Background: an optimization exercise with open tools, aiming at small area. Do not read the settings as production practice. The RTL was checked by simulation tests, not by an equivalence proof against the original design. Power is estimated from default activity; no workload was simulated. The clock port is modelled as an ideal driver; clocking choices that lean on that would not hold on a real chip.

Setup of the reference run:
## nodeReturnPath
module nodeReturnPath #(
	parameter int TickScale = 20,
	parameter int FifoDepth = 16
) (
	input logic EXTCLK,
	input logic reset,
	input logic msgrResetReq,
	input logic contextResetReq,
	input logic intReq,
	input logic intAck,
	input logic intEnable,
	input logic coreEmpty,
	input logic msgBreakpoint,
	input logic streamWrite,
	input logic [nodeReturnPkg::WordWidth-1:0] streamWord,
	input logic netWrite,
	input logic [nodeReturnPkg::WordWidth-1:0] netWord,
	input logic localReady,
	input logic [nodeReturnPkg::WordWidth-1:0] localWord,
	output logic localRead,
	output logic coreReady,
	output logic [nodeReturnPkg::WordWidth-1:0] coreWord,
	output logic tick,
	output logic coreStop,
	output logic msgIntReq
);
Size in the first run: roughly 2,100 cells after synthesis, about 1,400 flip-flops, roughly 0.046 mm2 of cells after synthesis.
Settings: LEC_CHECK=0, CAP_MARGIN=20, CORE_MARGIN=2, CORE_UTILIZATION=60, CTS_BUF_LIST=sky130_fd_sc_hd__clkbuf_16, CTS_CLUSTER_DIAMETER=80, CTS_CLUSTER_SIZE=30, PLACE_DENSITY=0.7, SLEW_MARGIN=20; clock period 4.5 ns.
standard.sh (not shown) runs the stock make flow with config.mk's settings and CLKGATE_MAP_FILE= SYNTH_SCRIPT=/design/flow/synth_recipe.tcl, a recipe that flattens the netlist after the stock synthesis.
==> flow/flow/run.sh <==
#!/bin/bash
# The standard layout with two changes:
#  - synthesis maps the logic with flow/area.abc, an area-first ABC script,
#    in place of ORFS's delay-first abc_speed.script (everything else in the
#    synthesis script, registers included, is the standard flow's own synth_recipe.tcl);
#  - port buffers are plain buf_1 cells in place of the delay buffers
#    buffer_ports picks by itself.
set -euo pipefail
work=$(pwd)
{
	head -n 1 synth_recipe.tcl
	echo 'proc abc {args} {'
	echo '	set i [lsearch -exact $args -script]'
	echo "	if {\$i >= 0} { lset args [expr {\$i + 1}] $work/flow/area.abc }"
	echo '	yosys abc {*}$args'
	echo '}'
	tail -n +2 synth_recipe.tcl
} > area_synth.tcl
bash standard.sh "SYNTH_SCRIPT=$work/area_synth.tcl" \
	"BUFFER_PORTS_ARGS=-buffer_cell sky130_fd_sc_hd__buf_1" finish > standard.log 2>&1
==> flow/flow/area.abc <==
&get -n
&st
&nf -R 1000 -p
&put
The reference run | stages: all done | timing, DRC, antenna: all pass
Inputs modified between the reference run and the trial run:
Settings: a change of CORE_UTILIZATION from 60 to 70; a change of CTS_CLUSTER_SIZE from 30 to 32; a change of CTS_CLUSTER_DIAMETER from 80 to 70; a change of PLACE_DENSITY from 0.7 to 0.8.
### Flow results
In the reports for the trial run and the reference run, the larger total global routing track utilization belongs to the trial run. Non-clock buffer count came out higher on the trial run than on the reference run. reg -> out as the worst setup path category was reported by the trial run, and reg -> reg by the reference run. In the trial run the worst slack after detailed placement turned out 65 ps lower than in the reference run.

========
nodeReturnPath, a different RTL version from the one above (not shown whole).
For scale: about 1400 flip-flops, ~320 I/O pins, about 0.045 mm² of cells after synthesis.
clock: 4.5 ns
lec_check: 0
cap_margin: 20
core_margin: 2
core_utilization: 60
cts_buf_list: sky130_fd_sc_hd__clkbuf_16
cts_cluster_diameter: 80
cts_cluster_size: 30
place_density: 0.7
slew_margin: 20
==> flow/flow/run.sh <==
#!/bin/bash
# The standard layout with three changes:
#  - synthesis maps the logic with flow/area.abc, an area-first ABC script,
#    in place of ORFS's delay-first abc_speed.script (everything else in the
#    synthesis script, registers included, is the standard flow's own synth_recipe.tcl);
#  - port buffers are plain buf_1 cells in place of the delay buffers
#    buffer_ports picks by itself;
#  - clock tree synthesis adds no dummy loads.
set -euo pipefail
work=$(pwd)
{
	head -n 1 synth_recipe.tcl
	echo 'proc abc {args} {'
	echo '	set i [lsearch -exact $args -script]'
	echo "	if {\$i >= 0} { lset args [expr {\$i + 1}] $work/flow/area.abc }"
	echo '	yosys abc {*}$args'
	echo '}'
	tail -n +2 synth_recipe.tcl
} > area_synth.tcl
bash standard.sh "SYNTH_SCRIPT=$work/area_synth.tcl" \
	"BUFFER_PORTS_ARGS=-buffer_cell sky130_fd_sc_hd__buf_1" \
	"CTS_ARGS=-sink_clustering_enable -repair_clock_nets -sink_clustering_size 19 -sink_clustering_max_diameter 70 -buf_list sky130_fd_sc_hd__clkbuf_8 -dont_use_dummy_load" \
	finish > standard.log 2>&1
Scripts as last shown in full above: flow/flow/area.abc
The first run ran to the end with no violations.
Then changed:
--- a/flow/flow/run.sh
+++ b/flow/flow/run.sh
@@ -22 +22 @@
-	"CTS_ARGS=-sink_clustering_enable -repair_clock_nets -sink_clustering_size 19 -sink_clustering_max_diameter 70 -buf_list sky130_fd_sc_hd__clkbuf_8 -dont_use_dummy_load" \
+	"CTS_ARGS=-sink_clustering_enable -repair_clock_nets -sink_clustering_size 30 -sink_clustering_max_diameter 80 -buf_list sky130_fd_sc_hd__clkbuf_16 -dont_use_dummy_load" \
What happened:
- critical path depth stays the same
- sequential cell count is unchanged
- register-to-register slack stays flat
- synthesized cell count stays the same
- clock power climbs by about 7%

## port drivers added, routing unchanged
No port has a modelled driver above. Below, the same layouts with a new extraction and two added sets of constraints. Step 1: set_driving_cell puts a clkbuf_16 on EXTCLK and a buf_2 on each other input, an assumption about the parent block. Step 2 adds t to the input delays and takes it off the output delays; t is the mean of the earliest and latest rising clock arrival at the registers after step 1. Input paths then give back, and output paths get back, about the clock's delay inside the block. Three values: ideal ports, drivers, drivers and shift; two values: the first two.
run	t (ns)	setup WS [ns]	latest minus earliest clock arrival (ns)	worst slew at a driven data input, ns
the reference run	0.710	1.667 / 1.635 / 1.280	0.034 / 0.035	0.07
the trial run	0.705	1.153 / 1.091 / 1.427	0.037 / 0.036	0.14
the first run of note 2	0.752	0.857 / 0.857 / 0.857	0.051 / 0.051	0.10
the second run of note 2	0.708	0.864 / 0.864 / 0.864	0.066 / 0.065	0.10
After both steps setup and hold are still met in every run listed. For the reference run, which loses most, drivers alone change the setup slack by -0.032 ns; drivers and shift together by -0.387 ns.
